Source: an optimization exercise on an open RTL-to-GDS flow (aim: small area, a short achievable clock period and few clock cycles per item). Production flows keep margins and buffers that such runs may drop.
Only simulation tests tie the RTL to the original design; equivalence was not proved.
No activity file was given, so power comes from the tool's default toggle rates.

==> design.v <==
package spmf_pkg;
	localparam int LEVELS      = 5;
	localparam int LEVEL_DEPTH = 16;
	localparam int PAYLOAD_W   = 16;
	localparam logic [2:0] ST_PUSHED   = 3'd0;
	localparam logic [2:0] ST_BAD_PRIO = 3'd1;
	localparam logic [2:0] ST_FULL     = 3'd2;
	localparam logic [2:0] ST_POPPED   = 3'd3;
	localparam logic [2:0] ST_EMPTY    = 3'd4;
	localparam int RES_W = 22;
endpackage
module spmf_ctrl (
	input  logic        clk,
	input  logic        arst_n,
	input  logic [7:0]  prio,
	input  logic        busy_nx,   
	output logic        ready,
	output logic [4:0]  lvl        
);
	always_comb begin
		for (int l = 0; l < 5; l++) begin
			lvl[l] = (prio == 8'(l + 1));
		end
	end
	always_ff @(posedge clk or negedge arst_n) begin
		if (!arst_n) begin
			ready <= 1'b1;
		end else begin
			ready <= !busy_nx;
		end
	end
endmodule
module spmf_ram (
	input  logic        clk,
	input  logic        arst_n,
	input  logic        push,
	input  logic        pop,
	input  logic [15:0] wdata,
	output logic        nonempty,
	output logic        nonempty_nx,
	output logic        full,
	output logic [15:0] rdata
);
	logic [15:0] mem_q [16];
	logic [15:0] ptr_q;
	logic        ne_q;
	always_ff @(posedge clk) begin
		if (push) begin
			mem_q[0] <= wdata;
			for (int i = 1; i < 16; i++) begin
				mem_q[i] <= mem_q[i-1];
			end
		end
	end
	always_ff @(posedge clk or negedge arst_n) begin
		if (!arst_n) begin
			ptr_q <= '0;
			ne_q  <= 1'b0;
		end else if (push) begin
			ptr_q <= {ptr_q[14:0], !ne_q};
			ne_q  <= 1'b1;
		end else if (pop) begin
			ptr_q <= {1'b0, ptr_q[15:1]};
			ne_q  <= !ptr_q[0];
		end
	end
	assign nonempty    = ne_q;
	assign nonempty_nx = push || (ne_q && !(pop && ptr_q[0]));
	assign full     = ptr_q[15];
	always_comb begin
		rdata = '0;
		for (int i = 0; i < 16; i++) begin
			rdata = rdata | (mem_q[i] & {16{ptr_q[i]}});
		end
	end
endmodule
module spmf_dpath (
	input  logic                        clk,
	input  logic                        arst_n,
	input  logic                        exec,
	input  logic                        cmd_pop,
	input  logic [4:0]                  cmd_lvl,
	input  logic [15:0]                 cmd_pay,
	output logic [spmf_pkg::RES_W-1:0]  res
);
	logic [4:0]  ne;
	logic [4:0]  ne_nx;
	logic [4:0]  first_nx;
	logic [4:0]  first_q;
	logic        found_q;
	logic [4:0]  fl;
	logic [15:0] rd [5];
	logic [4:0]  first;    
	logic [4:0]  push;
	logic [4:0]  pop;
	logic        found;
	logic        lvl_full;
	logic        bad;
	logic [15:0] pop_pay;
	logic [2:0]  pop_lvl;
	always_comb begin
		for (int l = 0; l < 5; l++) begin
			first_nx[l] = ne_nx[l];
			for (int k = 0; k < l; k++) begin
				if (ne_nx[k]) first_nx[l] = 1'b0;
			end
		end
	end
	always_ff @(posedge clk or negedge arst_n) begin
		if (!arst_n) begin
			first_q <= '0;
			found_q <= 1'b0;
		end else begin
			first_q <= first_nx;
			found_q <= |ne_nx;
		end
	end
	assign first    = first_q;
	assign found    = found_q;
	assign bad      = ~|cmd_lvl;
	assign lvl_full = |(cmd_lvl & fl);
	assign push     = (exec && !cmd_pop) ? (cmd_lvl & ~fl) : 5'd0;
	assign pop      = (exec && cmd_pop) ? first : 5'd0;
	for (genvar l = 0; l < 5; l++) begin : g_lvl
		spmf_ram u_lvl (
			.clk      (clk),
			.arst_n   (arst_n),
			.push     (push[l]),
			.pop      (pop[l]),
			.wdata    (cmd_pay),
			.nonempty (ne[l]),
			.nonempty_nx (ne_nx[l]),
			.full     (fl[l]),
			.rdata    (rd[l])
		);
	end
	always_comb begin
		pop_pay = '0;
		pop_lvl = '0;
		for (int l = 0; l < 5; l++) begin
			if (first[l]) begin
				pop_pay = pop_pay | rd[l];
				pop_lvl = pop_lvl | 3'(l + 1);
			end
		end
	end
	always_comb begin
		if (cmd_pop) begin
			if (found) res = {spmf_pkg::ST_POPPED, pop_lvl, pop_pay};
			else       res = {spmf_pkg::ST_EMPTY, 19'd0};
		end else if (bad) begin
			res = {spmf_pkg::ST_BAD_PRIO, 19'd0};
		end else if (lvl_full) begin
			res = {spmf_pkg::ST_FULL, 19'd0};
		end else begin
			res = {spmf_pkg::ST_PUSHED, 19'd0};
		end
	end
endmodule
module strict_priority_multi_fifo_core (
	input  logic        clk,
	input  logic        arst_n,
	input  logic        s_tvalid,
	output logic        s_tready,
	input  logic [23:0] s_tdata,
	input  logic [0:0]  s_tuser,
	output logic        m_tvalid,
	input  logic        m_tready,
	output logic [23:0] m_tdata,
	output logic [2:0]  m_tuser
);
	localparam int RW = spmf_pkg::RES_W;
	logic [4:0]    lvl;
	logic          exec;
	logic [RW-1:0] res;
	logic          out_v_q;
	logic [RW-1:0] out_q;
	logic          sk_v_q;
	logic [RW-1:0] sk_q;
	logic          out_load;
	logic          sk_v_nx;
	assign exec     = s_tvalid && s_tready;
	assign out_load = !out_v_q || m_tready;
	assign sk_v_nx  = out_load ? 1'b0 : (sk_v_q || exec);
	spmf_ctrl u_ctrl (
		.clk     (clk),
		.arst_n  (arst_n),
		.prio    (s_tdata[7:0]),
		.busy_nx (sk_v_nx),
		.ready   (s_tready),
		.lvl     (lvl)
	);
	spmf_dpath u_dpath (
		.clk     (clk),
		.arst_n  (arst_n),
		.exec    (exec),
		.cmd_pop (s_tuser[0]),
		.cmd_lvl (lvl),
		.cmd_pay (s_tdata[23:8]),
		.res     (res)
	);
	always_ff @(posedge clk or negedge arst_n) begin
		if (!arst_n) begin
			out_v_q <= 1'b0;
			sk_v_q  <= 1'b0;
		end else begin
			if (out_load) out_v_q <= sk_v_q || exec;
			sk_v_q <= sk_v_nx;
		end
	end
	always_ff @(posedge clk) begin
		if (exec) sk_q <= res;
		if (out_load) out_q <= sk_v_q ? sk_q : res;
	end
	assign m_tvalid = out_v_q;
	assign m_tdata  = {5'd0, out_q[15:0], out_q[18:16]};
	assign m_tuser  = out_q[21:19];
endmodule
==> run.sh <==
#!/bin/bash
# synth_recipe.tcl (not shown) runs the flow's synth.tcl, then flattens the netlist and writes it again
# the make line also repeats each setting of config.mk as NAME=value (left out here)
make -C /OpenROAD-flow-scripts/flow DESIGN_CONFIG=/design/flow/config.mk WORK_HOME=/design/flow/orfs CLKGATE_MAP_FILE= SYNTH_SCRIPT=/design/flow/synth_recipe.tcl finish
==> config.mk <==
export PLATFORM = sky130hd
export DESIGN_NAME = strict_priority_multi_fifo_core
export DESIGN_NICKNAME = strict_priority_multi_fifo_core
export VERILOG_FILES = /design/flow/design.v
export SDC_FILE = /design/flow/constraint.sdc
export NUM_CORES = 4
export LEC_CHECK = 0
export CAP_MARGIN = 20
export CORE_MARGIN = 2
export CORE_UTILIZATION = 70
export CTS_CLUSTER_DIAMETER = 90
export CTS_CLUSTER_SIZE = 28
export SETUP_SLACK_MARGIN = 3.6
export SLEW_MARGIN = 20
==> constraint.sdc <==
create_clock -name core_clock -period 6.0 [get_ports {clk}]
set_input_delay 1.2000 -clock core_clock [delete_from_list [all_inputs] [get_ports {clk}]]
set_output_delay 1.2000 -clock core_clock [all_outputs]
set_load 0.01 [all_outputs]
==> impl_metrics.py, run 1 <==
metrics = {
    "timing": {
        "fin_crit_ns": 2.86,
        "slew_violations": 0,
        "fin_worst_skew_ns": 0.0362,
        "fin_worst_hold_slack_ns": 0.438,
        "timing.final.hold_violations": 0,
        "max_freq_mhz": 350,
        "slew_headroom_pct": 17.3,
        "period_share_pct": 47.6,
        "finalSetupViolCount": 0,
        "tightest_slew_ns": 1.24,
        "rsz0062_at_grt": "yes",
        "tns_ns": 0,
    },
    "finish": {
        "final_core_util_pct": 86.0,
        "drive_gt1_share_pct": 25.4,
        "final_nets": 3243,
        "synthToLayoutAreaGrowth_pct": 22.3,
    },
    "logic_synthesis": {
        "yosysTopAreaCell": "edfxtp_1",
        "yosysWarnings": 6,
        "synth_enable_flop_cells": 1324,
        "synth_area_leaders": "edfxtp_1 (76%), a221oi_1 (5.6%), a22o_1 (5.5%)",
        "syn_area_per_cell_sq_um": 18.8,
        "ys.flop_type": "edfxtp_1",
        "yosys_register_bits": 1418,
        "ys_types": 49,
        "synth_area_sq_um": 52100,
        "syn-instance-count": 2771,
        "yosysMostFrequentCell": "edfxtp_1",
        "synth_top_area_share_pct": 76.3,
        "postSynth.asyncResetShare_pct": 6.63,
        "synthTopCellsByCount": "edfxtp_1 (1324), a221oi_1 (336), a22o_1 (325)",
        "yosysSeqAreaShare_pct": 80.8,
    },
    "floorplanning": {
        "num_rows": 100,
        "io_pins": 58,
        "die_h_microns": 277,
        "core_area_sq_um": 74100,
        "start_util_pct": 70.3,
        "fp.dieArea_sq_um": 76600,
        "die_w_microns": 277,
    },
    "run": {
        "drv_cap": 0,
    },
    "clocking": {
        "htreeDepth": 2,
        "root_buffer": "clkbuf_16",
        "cts_buffers": 56,
        "clk_latency_ns": 0.68,
        "cts_hold_repair.buffers": 0,
        "path_clk_slew_ns": 0.11,
        "cts_num_sinks": 1418,
        "cts_buffer_depth": 3,
        "tritoncts": "yes",
    },
    "grt": {
        "grt_overflow": 0,
        "antenna_found_initial": 20,
        "gr-usage-all-layers_pct": 38.0,
        "grt_pass1_wl_mm": 210,
        "grt_max_degree": 76,
        "grt_pass1_vias": 30399,
    },
    "route": {
        "routed_wl_mm": 159,
        "dr.pass1.iters": 8,
        "drc_errors": 0,
        "first_iter_violations": 5571,
        "num_vias": 33069,
        "final_antenna_net_count": 0,
        "viasPerCell": 7.81,
        "wl_per_cell_microns": 37.6,
    },
    "place": {
        "port-buffer-count": 52,
        "gp_congestion": 0.871,
        "dpl.hpwl_mm": 74.6,
    },
    "pwr": {
        "p_leak_nw": 21.6,
        "ir_drop_v": 0.000243,
        "power_density_nw_per_um2": 293,
        "total_power_mw": 18.6,
    },
    "worst_setup_path": {
        "cp_max_fo": 7,
        "crit_required_ns": 6.39,
        "setup.worst_path.end_class": "flop",
        "start_kind": "input pin",
        "worstPathArrival_ns": 3.25,
        "criticalPathCategory": "input pin to flop",
    },
    "outcome": {
        "run_status": "complete, no violations",
    },
    "hold_path": {
        "worstHoldPathType": "flop to flop",
    },
}
## worst max-delay path, stage by stage
cell	delay [ns]
buf_6	0.10
nor4_4	0.30
buf_4	0.21
nor3b_4	0.20
buf_6	0.15
buf_6	0.09
and4_4	0.32
buf_12	0.15
buf_6	0.11
buf_12	0.12
buf_12	0.14
clkbuf_16	0.16
## cells by family after synthesis
group / synth area share (%)
flip-flops: 80.8
buffers and inverters: 2.29
multiplexers: 1.40
other: 0.00720
AND/OR/NAND/NOR: 2.26
AO/OA/AOI/OAI: 13.2
## metrics by stage
stage	cells	cell area (sq um)	setup slack, ns
6_report	4236	63700	3.14
5_1_grt	4231	63700	3.17
4_1_cts	4067	60400	3.38
3_3_place_gp	3667	53500	1.49
3_5_place_dp	3667	53500	1.40
2_1_floorplan	2775	52200	0.226
## flip-flops by register name, indices dropped and copies added (netlist names)
register,cells
out_q,22
out_v_q,1
sk_q,22
sk_v_q,1
u_ctrl.ready,1
u_dpath.first_q,5
u_dpath.found_q,1
u_dpath.g_lvl.u_lvl.mem_q,1280
u_dpath.g_lvl.u_lvl.ne_q,5
u_dpath.g_lvl.u_lvl.ptr_q,80
## per-layer routing
layer / part of all wire (%) / GRT usage (%) / routed length (microns)
met1: 33 / 53.6 / 53300
met2: 46 / 58.1 / 74000
met3: 15 / 9.31 / 23500
met4: 5.3 / 15.7 / 8470
met5: 0.11 / 0 / 180
## final timing paths
path / cells after the start / start / slack [ns] / endpoint
setup / recovery: 12 / s_tdata[3] / 3.14 / u_dpath.g_lvl[2].u_lvl.mem_q[15][7]
hold / removal: 0 / u_dpath.g_lvl[0].u_lvl.mem_q[3][1] / 0.44 / u_dpath.g_lvl[0].u_lvl.mem_q[4][1]
setup reg to reg: 6 / u_dpath.g_lvl[1].u_lvl.ptr_q[11] / 3.31 / out_q[15]
hold reg to reg: 0 / u_dpath.g_lvl[0].u_lvl.mem_q[3][1] / 0.44 / u_dpath.g_lvl[0].u_lvl.mem_q[4][1]
max in group asynchronous: 2 / arst_n / 4.24 / u_dpath.g_lvl[3].u_lvl.ptr_q[5]
min in group asynchronous: 1 / arst_n / 0.64 / u_dpath.g_lvl[2].u_lvl.ptr_q[10]
## layout make-up
cell class,count,area (sq um)
fill,3001,10400
sequential,1418,42200
antenna,7,17.5
inverter,9,93.8
tap,969,1210
timing repair buffer,554,8330
clock inverter,1,11.3
clock buffer,103,1600
multi-input combinational,1144,9690
timing repair inverter,31,526
## repair_timing
| item | CTS | global route |
|---|---|---|
| pin swaps | 59 | 76 |
| gates cloned | 92 | 73 |
| endpoints found under the setup margin | 1432 | 1264 |
| hold endpoints to repair | 0 | 0 |
| resized for setup | 428 | 237 |
| setup buffers | 204 | 89 |
## power breakdown
part | switching, mW | internal [mW] | total [mW]
registers | 0.256 | 10.9 | 11.1
logic | 1.75 | 1.03 | 2.79
clock network | 2.91 | 1.83 | 4.74
## cell usage in the layout, fill, tap and decap left out, types with 27 or more instances in the layout
cell	netlist	layout
buf_4	13	181
buf_16	0	91
mux2i_1	65	65
a221oi_1	336	270
a221oi_2	0	61
a21oi_1	76	54
nor2_1	46	33
a22o_1	325	322
nand4_1	81	81
clkbuf_16	0	96
o21ai_0	38	36
edfxtp_1	1324	1324
buf_6	21	73
nand2_1	57	52
dfrtp_2	0	27
dfrtp_1	93	50
buf_12	2	97
clkbuf_1	64	46
Testbench counts, summed over its fixed seeds: cycles 12,008, items 12,000.
==> run 2, diff against run 1 <==
--- a/design.v
+++ b/design.v
@@ -22,13 +22,15 @@
 			lvl[l] = (prio == 8'(l + 1));
 		end
 	end
-	always_ff @(posedge clk or negedge arst_n) begin
-		if (!arst_n) begin
-			ready <= 1'b1;
-		end else begin
-			ready <= !busy_nx;
-		end
-	end
+	logic stall_q;
+	always_ff @(posedge clk or negedge arst_n) begin
+		if (!arst_n) begin
+			stall_q <= 1'b0;
+		end else begin
+			stall_q <= busy_nx;
+		end
+	end
+	assign ready = !stall_q;
 endmodule
 module spmf_ram (
 	input  logic        clk,
--- a/config.mk
+++ b/config.mk
@@ -10,5 +10,5 @@
 export CORE_UTILIZATION = 70
 export CTS_CLUSTER_DIAMETER = 90
 export CTS_CLUSTER_SIZE = 28
-export SETUP_SLACK_MARGIN = 3.6
+export SETUP_SLACK_MARGIN = 3.5
 export SLEW_MARGIN = 20
==> run 2 against run 1 <==
  * Worst setup slack better by 0.21 ns
  * Non-clock buffer count is 187 lower
  * Critical path type unchanged
  * Clock skew is 0.0032 ns lower
  * First-iteration DRC count is 7.5% lower
  * Die area is 0.73% lower
  * Critical endpoint is now u_dpath.found_q
  * Largest power group unchanged
  * Global-route usage is 3.5 points lower
  * Largest cell class unchanged
==> impl_metrics.py, run 2 <==
metrics = {
    "timing": {
        "tns_ns": 0,
        "slew_headroom_pct": 25.3,
        "slew_violations": 0,
        "timing.final.hold_violations": 0,
        "fin_crit_ns": 2.65,
        "rsz0062_at_grt": "yes",
        "period_share_pct": 44.1,
        "finalSetupViolCount": 0,
        "worst_slack_ns": 3.35,
        "max_freq_mhz": 378,
        "fin_worst_skew_ns": 0.0330,
        "tightest_slew_ns": 1.12,
    },
    "pwr": {
        "power_density_nw_per_um2": 268,
        "ir_drop_v": 0.000254,
        "p_leak_nw": 19.5,
        "total_power_mw": 15.8,
    },
    "worst_setup_path": {
        "reg2regPathDepth": 7,
        "endpoint": "u_dpath.found_q",
        "setup.worst_path.end_class": "flop",
        "critPathLaunch": "s_tvalid",
        "r2r_slack_ns": 3.42,
        "crit_required_ns": 6.54,
        "cp_max_fo": 8,
        "criticalPathCategory": "input pin to flop",
        "r2r-end": "u_dpath.found_q",
        "start_kind": "input pin",
        "worstReg2RegStart": "u_ctrl.stall_q",
        "worstPathArrival_ns": 3.19,
    },
    "logic_synthesis": {
        "yosysTopAreaCell": "edfxtp_1",
        "syn-instance-count": 2754,
        "synthTopCellsByCount": "edfxtp_1 (1324), a221oi_1 (333), a22o_1 (325)",
        "postSynth.asyncResetShare_pct": 6.56,
        "synth_enable_flop_cells": 1324,
        "ys.flop_type": "edfxtp_1",
        "yosysWarnings": 6,
        "yosys_register_bits": 1417,
        "ys_types": 50,
        "synth_area_sq_um": 51700,
        "synth_top_area_share_pct": 76.9,
        "yosysSeqAreaShare_pct": 81.4,
        "synth_area_leaders": "edfxtp_1 (77%), a221oi_1 (5.6%), a22o_1 (5.5%)",
        "syn_area_per_cell_sq_um": 18.8,
        "yosysMostFrequentCell": "edfxtp_1",
    },
    "clocking": {
        "cts_hold_repair.buffers": 0,
        "cts_buffer_depth": 3,
        "cts_num_sinks": 1417,
        "root_buffer": "clkbuf_16",
        "clk_latency_ns": 0.67,
        "cts_buffers": 56,
        "path_clk_slew_ns": 0.11,
        "htreeDepth": 2,
        "tritoncts": "yes",
    },
    "outcome": {
        "run_status": "complete, no violations",
    },
    "finish": {
        "regMostFlops": "u_dpath.g_lvl.u_lvl.mem_q",
        "synthToLayoutAreaGrowth_pct": 14.2,
        "top_regs": "u_dpath.g_lvl.u_lvl.mem_q: 1280 flops, u_dpath.g_lvl.u_lvl.ptr_q: 80 flops",
        "layout_commonest_cell": "edfxtp_1",
        "final_nets": 3011,
        "drive_gt1_share_pct": 17.6,
        "largest_register_ffs": 1280,
        "final_cell_mix": "edfxtp_1 (1324), a22o_1 (325), a221oi_1 (317), buf_4 (155), clkbuf_16 (97)",
        "stdcell_area_sq_um": 59100,
    },
    "route": {
        "num_vias": 30438,
        "dr_wl_met3_mm": 17.7,
        "met2RoutedLength_mm": 63.5,
        "top_layer": "met5",
        "wl_per_cell_microns": 34.4,
        "viasPerCell": 7.63,
        "first_iter_violations": 5154,
        "drc_errors": 0,
        "dr.pass1.iters": 19,
        "routed_wl_mm": 137,
        "final_antenna_net_count": 0,
        "wl_met1_mm": 50.5,
    },
    "grt": {
        "grt_overflow": 0,
        "grt_pass1_vias": 27882,
        "grt_pass1_wl_mm": 188,
        "grt_max_degree": 62,
        "gr-usage-all-layers_pct": 34.4,
        "antenna_found_initial": 7,
    },
    "floorplanning": {
        "num_rows": 99,
        "core_area_sq_um": 73100,
        "io_pins": 58,
        "die_h_microns": 276,
        "fp.dieArea_sq_um": 76100,
        "start_util_pct": 70.7,
        "die_w_microns": 276,
    },
    "place": {
        "place_worst_setup_slack_ns": 1.22,
        "gp_congestion": 0.875,
        "dpl.hpwl_mm": 73.6,
        "port-buffer-count": 52,
        "dpl-instance-area_sq_um": 53400,
    },
    "run": {
        "drv_cap": 0,
    },
    "hold_path": {
        "worstHoldPathType": "flop to flop",
    },
}
-- run 2: cell count changes after synthesis, sizes merged, moves of 4 or more --
cell,before,now
nand2,62,91
clkbuf,64,152
o21ai,47,89
buf,148,58
a21oi,76,34
inv,8,4
nor2,46,12
-- run 2: kinds of logic (layout without fill, tap and decap cells) --
group	count (synthesis)	count (layout)	share of synthesized area, %
AO/OA/AOI/OAI	836	836	13.3
buffers and inverters	215	484	1.73
flip-flops	1417	1417	81.4
multiplexers	70	70	1.36
other	1	9	0.00725
AND/OR/NAND/NOR	215	216	2.22
-- run 2: what timing repair did --
| action | 4_1_cts | 5_1_grt |
|---|---|---|
| endpoints found under the setup margin | 1428 | 1159 |
| gates cloned | 34 | 57 |
| resized for setup | 242 | 113 |
| pin swaps | 26 | 31 |
| buffers inserted | 65 | 85 |
-- run 2: worst min-delay path by stage --
stage | from | end | slack, ns | cells past startpoint
2_1_floorplan | u_dpath.g_lvl[0].u_lvl.mem_q[2][15] | u_dpath.g_lvl[0].u_lvl.mem_q[3][15] | 0.43 | 0
3_3_place_gp | u_dpath.g_lvl[2].u_lvl.mem_q[4][15] | u_dpath.g_lvl[2].u_lvl.mem_q[5][15] | 0.43 | 0
3_5_place_dp | u_dpath.g_lvl[4].u_lvl.mem_q[5][1] | u_dpath.g_lvl[4].u_lvl.mem_q[6][1] | 0.43 | 0
4_1_cts | u_dpath.g_lvl[2].u_lvl.mem_q[10][3] | u_dpath.g_lvl[2].u_lvl.mem_q[11][3] | 0.44 | 0
5_1_grt | u_dpath.g_lvl[3].u_lvl.mem_q[0][6] | u_dpath.g_lvl[3].u_lvl.mem_q[1][6] | 0.46 | 0
6_report | u_dpath.g_lvl[0].u_lvl.mem_q[12][9] | u_dpath.g_lvl[0].u_lvl.mem_q[13][9] | 0.45 | 0
-- run 2: metal layers --
metal / vias to the layer above / global-route usage (%)
met2: 2400 / 52.7
met1: 15575 / 50.6
met4: 2 / 11.7
met5: - / 0
li1: 12162 / -
met3: 299 / 7.26
-- run 2: final cells by class --
| cell class | instances | area, sq um |
|---|---|---|
| Inverter | 5 | 60.1 |
| Clock buffer | 103 | 1620 |
| Clock inverter | 1 | 8.76 |
| Tap cell | 959 | 1200 |
| Sequential cell | 1417 | 42200 |
| Fill cell | 3566 | 14000 |
| Multi-Input combinational cell | 1127 | 8940 |
| Antenna cell | 4 | 10.0 |
| Timing Repair inverter | 8 | 103 |
| Timing Repair Buffer | 367 | 4930 |
-- run 2: critical path: stages --
cell             delay (ns)
clkdlybuf4s15_2        0.25
nor2b_4                0.18
nand4_1                0.13
buf_4                  0.15
nor4_4                 0.04
buf_4                  0.16
buf_12                 0.15
buf_6                  0.12
nand4b_1               0.25
or4b_1                 0.55
-- run 2: stage by stage --
step | hold WS, ns | std cells | util [%]
global route | 0.463 | 3989 | 80.8
CTS | 0.442 | 3845 | 77.6
floorplan | 0.426 | 2758 | -
finish | 0.447 | 3991 | 80.8
global placement | 0.428 | 3642 | 73.1
detailed placement | 0.433 | 3642 | 73.1
-- run 2: power by group --
part / internal, mW / switching (mW) / total, mW
combinational: 0.118 / 0.232 / 0.350
clock: 1.85 / 2.84 / 4.69
sequential: 10.7 / 0.0546 / 10.8
total: 12.7 / 3.13 / 15.8
Testbench counts of run 2, summed over its fixed seeds: cycles 12,008, items 12,000.
==> run 3, diff against run 2 <==
--- a/design.v
+++ b/design.v
@@ -22,15 +22,13 @@
 			lvl[l] = (prio == 8'(l + 1));
 		end
 	end
-	logic stall_q;
-	always_ff @(posedge clk or negedge arst_n) begin
-		if (!arst_n) begin
-			stall_q <= 1'b0;
-		end else begin
-			stall_q <= busy_nx;
-		end
-	end
-	assign ready = !stall_q;
+	always_ff @(posedge clk or negedge arst_n) begin
+		if (!arst_n) begin
+			ready <= 1'b1;
+		end else begin
+			ready <= !busy_nx;
+		end
+	end
 endmodule
 module spmf_ram (
 	input  logic        clk,
--- a/config.mk
+++ b/config.mk
@@ -7,8 +7,9 @@
 export LEC_CHECK = 0
 export CAP_MARGIN = 20
 export CORE_MARGIN = 2
-export CORE_UTILIZATION = 70
-export CTS_CLUSTER_DIAMETER = 90
-export CTS_CLUSTER_SIZE = 28
+export CORE_UTILIZATION = 68
+export CTS_BUF_LIST = sky130_fd_sc_hd__clkbuf_8
+export CTS_CLUSTER_DIAMETER = 60
+export CTS_CLUSTER_SIZE = 16
 export SETUP_SLACK_MARGIN = 3.5
 export SLEW_MARGIN = 20
==> run 3 against run 2 <==
  * Sequential cell count is 1 higher
  * Synthesized area is 0.75% higher
  * Largest power group unchanged
  * Power rose by 18%
  * First-iteration DRC count down 10%
  * Highest routed layer unchanged
  * Synthesized cell count increased by 0.62%
  * Core utilization shrank 3.3 points
  * Cell count is 2.8% higher
  * Critical path type is now flop to output port
  * Final area down 0.37%
  * Clock skew decreased by 0.0035 ns
  * Global-route usage is 0.57 points lower
  * Register-to-register slack worse by 0.08 ns
  * Sequential share of layout area up 0.29 points
==> impl_metrics.py, run 3 <==
metrics = {
    "run": {
        "drv_cap": 0,
    },
    "logic_synthesis": {
        "ys.flop_type": "edfxtp_1",
        "synth_top_area_share_pct": 76.3,
        "yosysSeqAreaShare_pct": 80.8,
        "synth_enable_flop_cells": 1324,
        "yosysTopAreaCell": "edfxtp_1",
        "synth_area_sq_um": 52100,
        "synth_area_leaders": "edfxtp_1 (76%), a221oi_1 (5.6%), a22o_1 (5.5%)",
        "syn_area_per_cell_sq_um": 18.8,
        "postSynth.asyncResetShare_pct": 6.63,
        "synthTopCellsByCount": "edfxtp_1 (1324), a221oi_1 (336), a22o_1 (325)",
        "ys_types": 49,
        "yosys_register_bits": 1418,
        "syn-instance-count": 2771,
        "yosysMostFrequentCell": "edfxtp_1",
        "yosysWarnings": 6,
    },
    "route": {
        "viasPerCell": 7.32,
        "wl_per_cell_microns": 33.4,
        "routed_wl_mm": 137,
        "final_antenna_net_count": 0,
        "drc_errors": 0,
        "first_iter_violations": 4614,
        "dr.pass1.iters": 8,
        "num_vias": 30020,
    },
    "timing": {
        "worst_slack_ns": 3.33,
        "fin_worst_skew_ns": 0.0295,
        "timing.final.hold_violations": 0,
        "period_share_pct": 44.5,
        "finalSetupViolCount": 0,
        "rsz0062_at_grt": "yes",
        "tns_ns": 0,
        "slew_violations": 0,
        "slew_headroom_pct": 27.7,
        "tightest_slew_ns": 1.08,
        "max_freq_mhz": 374,
        "fin_crit_ns": 2.67,
        "fin_worst_hold_slack_ns": 0.326,
    },
    "pwr": {
        "p_int_mw": 13.7,
        "seq_power_share_pct": 60.2,
        "p_sw_mw": 4.82,
        "pwr-share-clk_pct": 26.7,
        "power_frac_comb_pct": 13.1,
        "swShare_pct": 26.0,
        "power_density_nw_per_um2": 316,
        "p_leak_nw": 19.7,
        "ir_drop_v": 0.000260,
        "total_power_mw": 18.6,
    },
    "worst_setup_path": {
        "setup.worst_path.end_class": "output port",
        "reg2regPathDepth": 7,
        "crit_cells": 1,
        "crit_family": "flip-flops",
        "critPathSlowestCell": "edfxtp_1",
        "start_kind": "flop",
        "r2r_slack_ns": 3.34,
        "slowest_delay_ns": 0.54,
        "crit_buf_inv": 1,
        "r2r-end": "sk_q[1]",
        "path_cells": "buf_6",
        "cp_max_fo": 1,
        "crit_required_ns": 4.80,
        "worstPathArrival_ns": 1.47,
        "worstReg2RegStart": "u_dpath.g_lvl[1].u_lvl.ptr_q[0]",
        "criticalPathCategory": "flop to output port",
    },
    "finish": {
        "regMostFlops": "u_dpath.g_lvl.u_lvl.mem_q",
        "final_nets": 3022,
        "layout_commonest_cell": "edfxtp_1",
        "fillers": 4179,
        "drive_gt1_share_pct": 18.7,
        "synthToLayoutAreaGrowth_pct": 13.0,
        "final_core_util_pct": 77.5,
        "multi_input_area_sq_um": 9220,
        "regArea_sq_um": 42200,
        "final_cell_mix": "edfxtp_1 (1324), a22o_1 (325), a221oi_1 (292), buf_4 (144), clkbuf_8 (113)",
        "top_regs": "u_dpath.g_lvl.u_lvl.mem_q: 1280 flops, u_dpath.g_lvl.u_lvl.ptr_q: 80 flops",
        "largest_register_ffs": 1280,
    },
    "floorplanning": {
        "core_area_sq_um": 75900,
        "num_rows": 101,
        "fp.dieArea_sq_um": 78800,
        "start_util_pct": 68.6,
        "io_pins": 58,
        "die_h_microns": 281,
        "die_w_microns": 281,
    },
    "grt": {
        "grt_overflow": 0,
        "grt_max_degree": 74,
        "gr-usage-all-layers_pct": 33.9,
        "grt_pass1_wl_mm": 191,
        "antenna_found_initial": 15,
        "grt_pass1_vias": 28516,
    },
    "place": {
        "dpl.hpwl_mm": 75.0,
        "place_worst_setup_slack_ns": 1.55,
        "gp_congestion": 0.857,
        "port-buffer-count": 52,
    },
    "clocking": {
        "cts_buffers": 103,
        "root_buffer": "clkbuf_8",
        "path_clk_slew_ns": 0.10,
        "htreeDepth": 3,
        "clk_latency_ns": 0.76,
        "cts_num_sinks": 1418,
        "tritoncts": "yes",
        "cts_buffer_depth": 3,
    },
    "hold_path": {
        "worstHoldPathType": "input pin to asynchronous set/reset pin",
    },
    "outcome": {
        "run_status": "complete, no violations",
    },
}
[run 3: cell types whose count changed after synthesis, sizes merged, moves of 3 or more]
cell,delta
nand2,-29
nor2,+34
nand2b,-3
inv,+4
o21ai,-42
buf,+90
o211ai,+3
a221oi,+3
nand3,+3
a21oi,+42
clkbuf,-88
mux2,+3
[run 3: power by group through the flow]
stage | Sequential (mW) | Combinational, mW | Clock (mW)
floorplan | 11.2 | 1.11 | 0
finish | 11.2 | 2.43 | 4.95
CTS | 11.2 | 2.08 | 5.02
global placement | 11.4 | 1.94 | 0
detailed placement | 11.4 | 1.97 | 0
global route | 11.2 | 2.52 | 5.35
[run 3: final cells by class]
class	count	share of cell area (%)
timing repair inverter	10	0.211
antenna	4	0.0170
clock inverter	66	0.672
inverter	9	0.159
tap	1030	2.19
sequential	1418	71.7
clock buffer	113	2.64
timing repair buffer	312	6.70
multi-input combinational	1139	15.7
[run 3: routing by layer]
layer | GRT usage (%) | vias up | share of wire, %
met5 | 0 | - | 0.054
met4 | 14.3 | 12 | 4.1
met1 | 49.2 | 15395 | 39
met2 | 49.9 | 2069 | 45
met3 | 8.44 | 321 | 12
li1 | - | 12223 | -
[run 3: kinds of logic (layout without fill, tap and decap cells)]
group                  Yosys count  count (layout)  synth area share [%]
buffers and inverters          221             510                  2.29
other                            1               9               0.00720
and+or+nand+nor                223             226                  2.26
AOI/OAI and AO/OA              836             836                  13.2
muxes                           72              72                  1.40
DFF                           1418            1418                  80.8
[run 3: worst max-delay path by stage]
stage | to | slack, ns | from
2_1_floorplan | u_dpath.g_lvl[1].u_lvl.mem_q[0][0] | 0.23 | s_tdata[1]
3_3_place_gp | u_dpath.g_lvl[1].u_lvl.mem_q[4][0] | 1.66 | s_tdata[3]
3_5_place_dp | u_dpath.g_lvl[1].u_lvl.mem_q[15][0] | 1.55 | s_tdata[3]
4_1_cts | m_tdata[14] | 3.30 | out_q[11]
5_1_grt | m_tdata[12] | 3.29 | out_q[9]
6_report | m_tdata[12] | 3.33 | out_q[9]
[run 3: timing repair]
action,in CTS,in global routing
endpoints found under the setup margin,1426,787
hold endpoints to repair,0,0
pin swaps,35,57
hold buffers,0,0
gates cloned,28,26
setup buffers,66,79
gates resized for setup,228,121
[run 3: metrics by stage]
stage | std cells | area (sq um)
floorplan | 2775 | 52200
global placement | 3718 | 53500
detailed placement | 3718 | 53500
CTS | 3991 | 57000
global route | 4098 | 58800
finish | 4101 | 58800
[run 3: worst register-to-register path: cells and delay by family, from the launching register on]
| kind | cells | cell delay (ns) |
|---|---|---|
| AOI/OAI and AO/OA | 4 | 0.99 |
| DFF | 1 | 0.60 |
| and+or+nand+nor | 1 | 0.44 |
| buffers and inverters | 2 | 0.38 |
Testbench counts of run 3, summed over its fixed seeds: cycles 12,008, items 12,000.
==> run 4, diff against run 3 <==
--- a/design.v
+++ b/design.v
@@ -37,7 +37,6 @@
 	input  logic        pop,
 	input  logic [15:0] wdata,
 	output logic        nonempty,
-	output logic        nonempty_nx,
 	output logic        full,
 	output logic [15:0] rdata
 );
@@ -64,8 +63,7 @@
 			ne_q  <= !ptr_q[0];
 		end
 	end
-	assign nonempty    = ne_q;
-	assign nonempty_nx = push || (ne_q && !(pop && ptr_q[0]));
+	assign nonempty = ne_q;
 	assign full     = ptr_q[15];
 	always_comb begin
 		rdata = '0;
@@ -84,10 +82,6 @@
 	output logic [spmf_pkg::RES_W-1:0]  res
 );
 	logic [4:0]  ne;
-	logic [4:0]  ne_nx;
-	logic [4:0]  first_nx;
-	logic [4:0]  first_q;
-	logic        found_q;
 	logic [4:0]  fl;
 	logic [15:0] rd [5];
 	logic [4:0]  first;    
@@ -100,23 +94,13 @@
 	logic [2:0]  pop_lvl;
 	always_comb begin
 		for (int l = 0; l < 5; l++) begin
-			first_nx[l] = ne_nx[l];
+			first[l] = ne[l];
 			for (int k = 0; k < l; k++) begin
-				if (ne_nx[k]) first_nx[l] = 1'b0;
+				if (ne[k]) first[l] = 1'b0;
 			end
 		end
 	end
-	always_ff @(posedge clk or negedge arst_n) begin
-		if (!arst_n) begin
-			first_q <= '0;
-			found_q <= 1'b0;
-		end else begin
-			first_q <= first_nx;
-			found_q <= |ne_nx;
-		end
-	end
-	assign first    = first_q;
-	assign found    = found_q;
+	assign found    = |ne;
 	assign bad      = ~|cmd_lvl;
 	assign lvl_full = |(cmd_lvl & fl);
 	assign push     = (exec && !cmd_pop) ? (cmd_lvl & ~fl) : 5'd0;
@@ -129,7 +113,6 @@
 			.pop      (pop[l]),
 			.wdata    (cmd_pay),
 			.nonempty (ne[l]),
-			.nonempty_nx (ne_nx[l]),
 			.full     (fl[l]),
 			.rdata    (rd[l])
 		);
--- a/config.mk
+++ b/config.mk
@@ -7,9 +7,6 @@
 export LEC_CHECK = 0
 export CAP_MARGIN = 20
 export CORE_MARGIN = 2
-export CORE_UTILIZATION = 68
-export CTS_BUF_LIST = sky130_fd_sc_hd__clkbuf_8
-export CTS_CLUSTER_DIAMETER = 60
-export CTS_CLUSTER_SIZE = 16
-export SETUP_SLACK_MARGIN = 3.5
+export CORE_UTILIZATION = 40
+export SETUP_SLACK_MARGIN = 3.2
 export SLEW_MARGIN = 20
==> run 4 against run 3 <==
  * Routed wire length rose by 13%
  * Combinational power fell by 88%
  * Non-clock buffer count is 131 higher
  * Sequential share of layout area fell by 7.9 points
  * First-iteration DRC count rose by 3.6%
  * Global-route usage shrank 12 points
  * Clock skew down 0.0058 ns
  * Core utilization decreased by 26 points
  * Via count increased by 5.7%
  * Cell count grew 22%
  * Clock power rose by 78%
  * Register-to-register slack worse by 0.13 ns
  * Critical endpoint is now u_dpath.g_lvl[1].u_lvl.mem_q[5][9]
  * Largest cell class unchanged
==> impl_metrics.py, run 4 <==
metrics = {
    "worst_setup_path": {
        "crit_family": "simple AND/OR/NAND/NOR gates",
        "crit_buf_inv": 9,
        "worstPathArrival_ns": 3.54,
        "crit_required_ns": 6.49,
        "criticalPathCategory": "input pin to flop",
        "path_common_cell": "buf_12",
        "path_cells": "buf_6, or4_4, nor3_4, buf_12, buf_12, nand2_8, or4_4, buf_12, inv_16, buf_12, buf_8, buf_12, buf_16",
        "slowest_delay_ns": 0.58,
        "start_kind": "input pin",
        "cp_max_fo": 5,
        "setup.worst_path.end_class": "flop",
        "critPathSlowestCell": "or4_4",
    },
    "floorplanning": {
        "io_pins": 58,
        "fp.dieArea_sq_um": 131000,
        "start_util_pct": 40.3,
        "die_w_microns": 362,
        "die_h_microns": 362,
        "core_area_sq_um": 128000,
        "num_rows": 131,
    },
    "logic_synthesis": {
        "yosysWarnings": 6,
        "synth_area_leaders": "edfxtp_1 (77%), dfrtp_1 (4.2%), a22oi_1 (3.7%)",
        "yosysTopAreaCell": "edfxtp_1",
        "syn_area_per_cell_sq_um": 18.3,
        "synth_top_area_share_pct": 77.4,
        "yosysSeqAreaShare_pct": 81.6,
        "syn-instance-count": 2806,
        "yosysMostFrequentCell": "edfxtp_1",
        "synth_enable_flop_cells": 1324,
        "ys.flop_type": "edfxtp_1",
        "postSynth.asyncResetShare_pct": 6.23,
        "synthTopCellsByCount": "edfxtp_1 (1324), a22oi_1 (254), a22o_1 (164)",
        "yosys_register_bits": 1412,
        "synth_area_sq_um": 51400,
        "ys_types": 55,
    },
    "timing": {
        "fin_worst_skew_ns": 0.0237,
        "timing.final.hold_violations": 0,
        "rsz0062_at_grt": "yes",
        "tns_ns": 0,
        "max_freq_mhz": 328,
        "slew_violations": 0,
        "fin_crit_ns": 3.05,
        "slew_headroom_pct": 22.5,
        "worst_slack_ns": 2.95,
        "tightest_slew_ns": 1.16,
        "period_share_pct": 50.8,
        "finalSetupViolCount": 0,
    },
    "route": {
        "routed_wl_mm": 155,
        "final_antenna_net_count": 0,
        "num_vias": 31734,
        "first_iter_violations": 4781,
        "wl_per_cell_microns": 30.8,
        "viasPerCell": 6.33,
        "drc_errors": 0,
        "dr.pass1.iters": 6,
    },
    "clocking": {
        "root_buffer": "clkbuf_16",
        "path_clk_slew_ns": 0.06,
        "cts_buffer_depth": 3,
        "cts_buffers": 146,
        "clk_latency_ns": 0.77,
        "tritoncts": "yes",
        "htreeDepth": 4,
        "cts_num_sinks": 1412,
    },
    "hold_path": {
        "worstHoldPathType": "flop to flop",
    },
    "place": {
        "dpl.hpwl_mm": 78.5,
        "placedCellCount": 4422,
        "place_worst_setup_slack_ns": 1.27,
        "port-buffer-count": 52,
        "gp_congestion": 0.835,
    },
    "finish": {
        "final_cell_mix": "edfxtp_1 (1324), a22oi_1 (253), clkbuf_16 (193), a22o_1 (164), a221oi_1 (162)",
        "layout_commonest_cell": "edfxtp_1",
        "top_regs": "u_dpath.g_lvl.u_lvl.mem_q: 1280 flops, u_dpath.g_lvl.u_lvl.ptr_q: 80 flops",
        "regMostFlops": "u_dpath.g_lvl.u_lvl.mem_q",
        "regArea_sq_um": 42000,
        "synthToLayoutAreaGrowth_pct": 28.1,
        "fillers": 9786,
        "largest_register_ffs": 1280,
        "instances_no_fill": 5014,
        "drive_gt1_share_pct": 22.8,
        "multi_input_area_sq_um": 9270,
        "final_nets": 3256,
    },
    "grt": {
        "grt_overflow": 0,
        "grt_max_degree": 67,
        "grt_pass1_vias": 30470,
        "gr-usage-all-layers_pct": 22.3,
        "antenna_found_initial": 10,
        "grt_pass1_wl_mm": 214,
    },
    "pwr": {
        "ir_drop_v": 0.000278,
        "power_density_nw_per_um2": 301,
        "total_power_mw": 19.8,
        "p_leak_nw": 21.6,
    },
    "run": {
        "drv_cap": 0,
    },
    "outcome": {
        "run_status": "complete, no violations",
    },
}
-- run 4: cell count changes in the layout (fill, tap and decap cells not counted), sizes merged, moves of 54 or more --
cell,delta
a22oi,+237
a221oi,-174
a22o,-161
clkbuf,+99
buf,+91
a21oi,-55
clkinv,+54
-- run 4: area by class of cell --
class,count,area share [%]
Antenna cell,8,0.0304
Sequential cell,1412,63.8
Timing Repair inverter,28,0.738
Timing Repair Buffer,443,11.2
Tap cell,1662,3.16
Clock buffer,189,6.06
Clock inverter,76,0.873
Inverter,5,0.0532
Multi-Input combinational cell,1191,14.1
-- run 4: timing repair --
| action | CTS | global route |
|---|---|---|
| setup endpoints to repair | 1421 | 1357 |
| resized for setup | 356 | 147 |
| pin swaps | 15 | 17 |
| hold buffers | 0 | 0 |
| gates cloned | 106 | 60 |
| buffers inserted | 124 | 29 |
-- run 4: cell families after synthesis --
kind of cell	share of synthesized area (%)
flops	81.6
compound gates	12.1
simple gates	3.14
other cells	0.00730
buf+inv	1.62
mux	1.44
-- run 4: final timing paths --
kind / start / to / slack [ns] / cells after the start
min in group asynchronous: arst_n / u_dpath.g_lvl[4].u_lvl.ptr_q[8] / 0.54 / 1
min reg2reg: u_dpath.g_lvl[0].u_lvl.mem_q[11][15] / u_dpath.g_lvl[0].u_lvl.mem_q[12][15] / 0.44 / 0
min: u_dpath.g_lvl[0].u_lvl.mem_q[11][15] / u_dpath.g_lvl[0].u_lvl.mem_q[12][15] / 0.44 / 0
max reg2reg: u_dpath.g_lvl[4].u_lvl.ptr_q[11] / out_q[3] / 3.21 / 6
max in group asynchronous: arst_n / u_dpath.g_lvl[0].u_lvl.ptr_q[13] / 4.31 / 2
max: s_tdata[5] / u_dpath.g_lvl[1].u_lvl.mem_q[5][9] / 2.95 / 13
-- run 4: through the flow --
stage	cell area, sq um	utilization (%)	hold slack [ns]
after floorplan	51500	-	0.422
after global placement	54100	42.4	0.428
after detailed placement	54100	42.5	0.432
after CTS	63700	50.0	0.438
after global routing	65800	51.6	0.450
final	65800	51.6	0.441
-- run 4: routing by layer --
layer	up-vias	share of wire, %	track usage [%]
met2	2346	46	34.5
li1	12702	-	-
met5	-	0.017	0
met3	369	11	4.66
met4	4	3.9	8.91
met1	16313	39	30.9
-- run 4: power breakdown --
group	leakage [nW]	total, mW	internal, mW	switching (mW)
Combinational	6.23	0.298	0.0916	0.207
Clock	2.25	8.79	4.93	3.85
Sequential	13.1	10.7	10.7	0.0364
Total	21.6	19.8	15.7	4.10
Testbench counts of run 4, summed over its fixed seeds: cycles 12,008, items 12,000.
==> run 5, diff against run 4 <==
--- a/config.mk
+++ b/config.mk
@@ -7,6 +7,6 @@
 export LEC_CHECK = 0
 export CAP_MARGIN = 20
 export CORE_MARGIN = 2
-export CORE_UTILIZATION = 40
-export SETUP_SLACK_MARGIN = 3.2
+export CORE_UTILIZATION = 55
+export SETUP_SLACK_MARGIN = 3.5
 export SLEW_MARGIN = 20
==> run 5 against run 4 <==
  * Via count increased by 2.1%
  * Sequential cell count unchanged
  * Core utilization increased by 21 points
  * Critical path depth down 4
  * Critical path type unchanged
  * Power grew 1.3%
  * Still clean
  * Final area is 2.2% higher
  * First-iteration DRC count is 6.2% higher
  * Synthesized cell count unchanged
==> impl_metrics.py, run 5 <==
metrics = {
    "outcome": {
        "run_status": "complete, no violations",
    },
    "timing": {
        "fin_worst_skew_ns": 0.0394,
        "rsz0062_at_grt": "yes",
        "max_freq_mhz": 348,
        "timing.final.hold_violations": 0,
        "slew_violations": 0,
        "finalSetupViolCount": 0,
        "fin_crit_ns": 2.88,
        "tns_ns": 0,
        "slew_headroom_pct": 27.1,
        "worst_slack_ns": 3.12,
        "period_share_pct": 48.0,
        "tightest_slew_ns": 1.09,
    },
    "clocking": {
        "path_clk_slew_ns": 0.06,
        "tritoncts": "yes",
        "htreeDepth": 4,
        "cts_buffer_depth": 3,
        "cts_buffers": 141,
        "root_buffer": "clkbuf_16",
        "cts_num_sinks": 1412,
        "cts_hold_repair.buffers": 0,
        "clk_latency_ns": 0.77,
    },
    "floorplanning": {
        "num_rows": 112,
        "die_h_microns": 310,
        "core_area_sq_um": 92900,
        "start_util_pct": 55.3,
        "io_pins": 58,
        "die_w_microns": 310,
        "fp.dieArea_sq_um": 95900,
    },
    "logic_synthesis": {
        "synth_enable_flop_cells": 1324,
        "synth_area_sq_um": 51400,
        "yosysWarnings": 6,
        "synthTopCellsByCount": "edfxtp_1 (1324), a22oi_1 (254), a22o_1 (164)",
        "yosysSeqAreaShare_pct": 81.6,
        "yosys_register_bits": 1412,
        "syn_area_per_cell_sq_um": 18.3,
        "postSynth.asyncResetShare_pct": 6.23,
        "ys_types": 55,
        "yosysTopAreaCell": "edfxtp_1",
        "synth_area_leaders": "edfxtp_1 (77%), dfrtp_1 (4.2%), a22oi_1 (3.7%)",
        "synth_top_area_share_pct": 77.4,
        "yosysMostFrequentCell": "edfxtp_1",
        "syn-instance-count": 2806,
        "ys.flop_type": "edfxtp_1",
    },
    "pwr": {
        "total_power_mw": 20.1,
        "p_leak_nw": 22.5,
        "power_density_nw_per_um2": 298,
        "ir_drop_v": 0.000259,
    },
    "route": {
        "viasPerCell": 6.93,
        "first_iter_violations": 5078,
        "routed_wl_mm": 157,
        "dr.pass1.iters": 7,
        "num_vias": 32415,
        "drc_errors": 0,
        "final_antenna_net_count": 0,
        "wl_per_cell_microns": 33.6,
    },
    "place": {
        "port-buffer-count": 52,
        "dpl.hpwl_mm": 79.9,
        "dpl-instance-area_sq_um": 53900,
        "gp_congestion": 0.887,
        "placedCellCount": 4036,
        "place_worst_setup_slack_ns": 1.44,
    },
    "grt": {
        "gr-usage-all-layers_pct": 31.2,
        "grt_overflow": 0,
        "antenna_found_initial": 11,
        "grt_pass1_wl_mm": 214,
        "grt_max_degree": 52,
        "grt_pass1_vias": 30876,
    },
    "worst_setup_path": {
        "reg2regPathDepth": 8,
        "setup.worst_path.end_class": "flop",
        "cp_max_fo": 8,
        "crit_required_ns": 6.46,
        "start_kind": "input pin",
        "worstPathArrival_ns": 3.34,
        "criticalPathCategory": "input pin to flop",
    },
    "finish": {
        "layout_commonest_cell": "edfxtp_1",
        "final_nets": 3330,
        "stdcell_area_sq_um": 67300,
        "synthToLayoutAreaGrowth_pct": 30.9,
        "top_regs": "u_dpath.g_lvl.u_lvl.mem_q: 1280 flops, u_dpath.g_lvl.u_lvl.ptr_q: 80 flops",
        "final_cell_mix": "edfxtp_1 (1324), a22oi_1 (247), clkbuf_16 (204), a22o_1 (164), a221oi_1 (161)",
        "drive_gt1_share_pct": 27.6,
        "largest_register_ffs": 1280,
        "instances_no_fill": 4680,
        "regMostFlops": "u_dpath.g_lvl.u_lvl.mem_q",
    },
    "hold_path": {
        "worstHoldPathType": "flop to flop",
        "whs_path_depth": 0,
    },
    "run": {
        "drv_cap": 0,
    },
}
run 5: cell counts after synthesis:
Identical to the previous run, type by type.
run 5: cells by family (layout without fill, tap and decap cells):
kind of cell / after synthesis / count (layout) / synth area share, %
flops: 1412 / 1412 / 81.6
compound gates: 802 / 802 / 12.1
buf+inv: 208 / 814 / 1.62
simple gates: 310 / 311 / 3.14
other cells: 1 / 14 / 0.00730
mux: 73 / 73 / 1.44
run 5: stage by stage:
step,hold slack (ns),utilization [%]
2_1_floorplan,0.422,-
3_3_place_gp,0.427,57.9
3_5_place_dp,0.433,58.0
4_1_cts,0.440,68.6
5_1_grt,0.452,72.4
6_report,0.434,72.4
run 5: path summary, 6_finish.rpt:
check / start / to / slack, ns
worst min-delay path: u_dpath.g_lvl[0].u_lvl.mem_q[6][1] / u_dpath.g_lvl[0].u_lvl.mem_q[7][1] / 0.43
worst max-delay path: s_tdata[4] / u_dpath.g_lvl[1].u_lvl.mem_q[4][13] / 3.12
worst max register to register: u_dpath.g_lvl[1].u_lvl.ptr_q[5] / out_q[5] / 3.31
worst min register to register: u_dpath.g_lvl[0].u_lvl.mem_q[6][1] / u_dpath.g_lvl[0].u_lvl.mem_q[7][1] / 0.43
max in group asynchronous: arst_n / u_dpath.g_lvl[4].u_lvl.ptr_q[13] / 4.25
min in group asynchronous: arst_n / u_dpath.g_lvl[0].u_lvl.ptr_q[0] / 0.54
run 5: power breakdown:
part | internal [mW] | switching (mW)
Combinational | 0.0986 | 0.216
Clock | 5.28 | 3.75
Sequential | 10.7 | 0.0433
Total | 16.0 | 4.01
run 5: repair_timing:
| action | in CTS | in global routing |
|---|---|---|
| hold endpoints to repair | 0 | 0 |
| cloned | 110 | 74 |
| gates resized for setup | 475 | 311 |
| pin swaps | 30 | 78 |
| endpoints found under the setup margin | 1425 | 1411 |
| setup buffers | 107 | 85 |
run 5: metal layers:
layer  global-route usage, %  wire [microns]
met3                    6.48           18100
met5                       0              17
met2                    47.7           72700
met4                    12.9            6460
met1                    44.2           60100
run 5: cell type report:
type,instances,area (sq um)
clock inverter,67,729
timing repair inverter,23,388
timing repair buffer,527,8710
sequential,1412,42000
clock buffer,192,3970
tap,1254,1570
inverter,5,35.0
fill,5412,25600
multi-input combinational,1191,9840
antenna,9,22.5
run 5: worst max-delay path: stages:
cell     delay, ns
buf_6         0.09
or4_4         0.53
nor3_4        0.18
buf_6         0.15
nand2_4       0.05
or4_4         0.58
buf_12        0.21
buf_16        0.20
inv_16        0.10

## port drivers added, routing unchanged
The results above use ideal ports. As a check the final layouts listed here were re-extracted and re-timed, cells and wires unchanged. Step 1 sets driving cells, clkbuf_16 on the clock port and buf_2 on the other inputs (assumed; they add their load-dependent delay and slew). Step 2 also shifts input and output timing later by t, the mid clock arrival at the registers, as if the neighbouring blocks saw the same clock. Three values: ideal, step 1, step 2; two values: the first two.
run	t (ns)	setup slack, ns	hold WS [ns]	clock arrival spread, ns	slew at the worst register clock pin (ns)
run 1	0.734	3.142 / 3.175 / 2.440	0.438 / 0.438 / 0.438	0.044 / 0.043	0.12 / 0.12
run 2	0.731	3.353 / 3.313 / 2.676	0.447 / 0.447 / 0.447	0.033 / 0.034	0.12 / 0.12
run 3	0.816	3.329 / 3.261 / 2.678	0.326 / 0.375 / 0.441	0.032 / 0.032	0.11 / 0.11
run 4	0.831	2.950 / 2.987 / 2.156	0.441 / 0.441 / 0.441	0.030 / 0.030	0.07 / 0.07
run 5	0.822	3.123 / 3.166 / 2.344	0.434 / 0.434 / 0.434	0.052 / 0.052	0.07 / 0.07
After both steps every run listed still meets setup and hold. For run 4, which loses most, drivers alone change the setup slack by +0.037 ns; drivers and shift together by -0.794 ns.
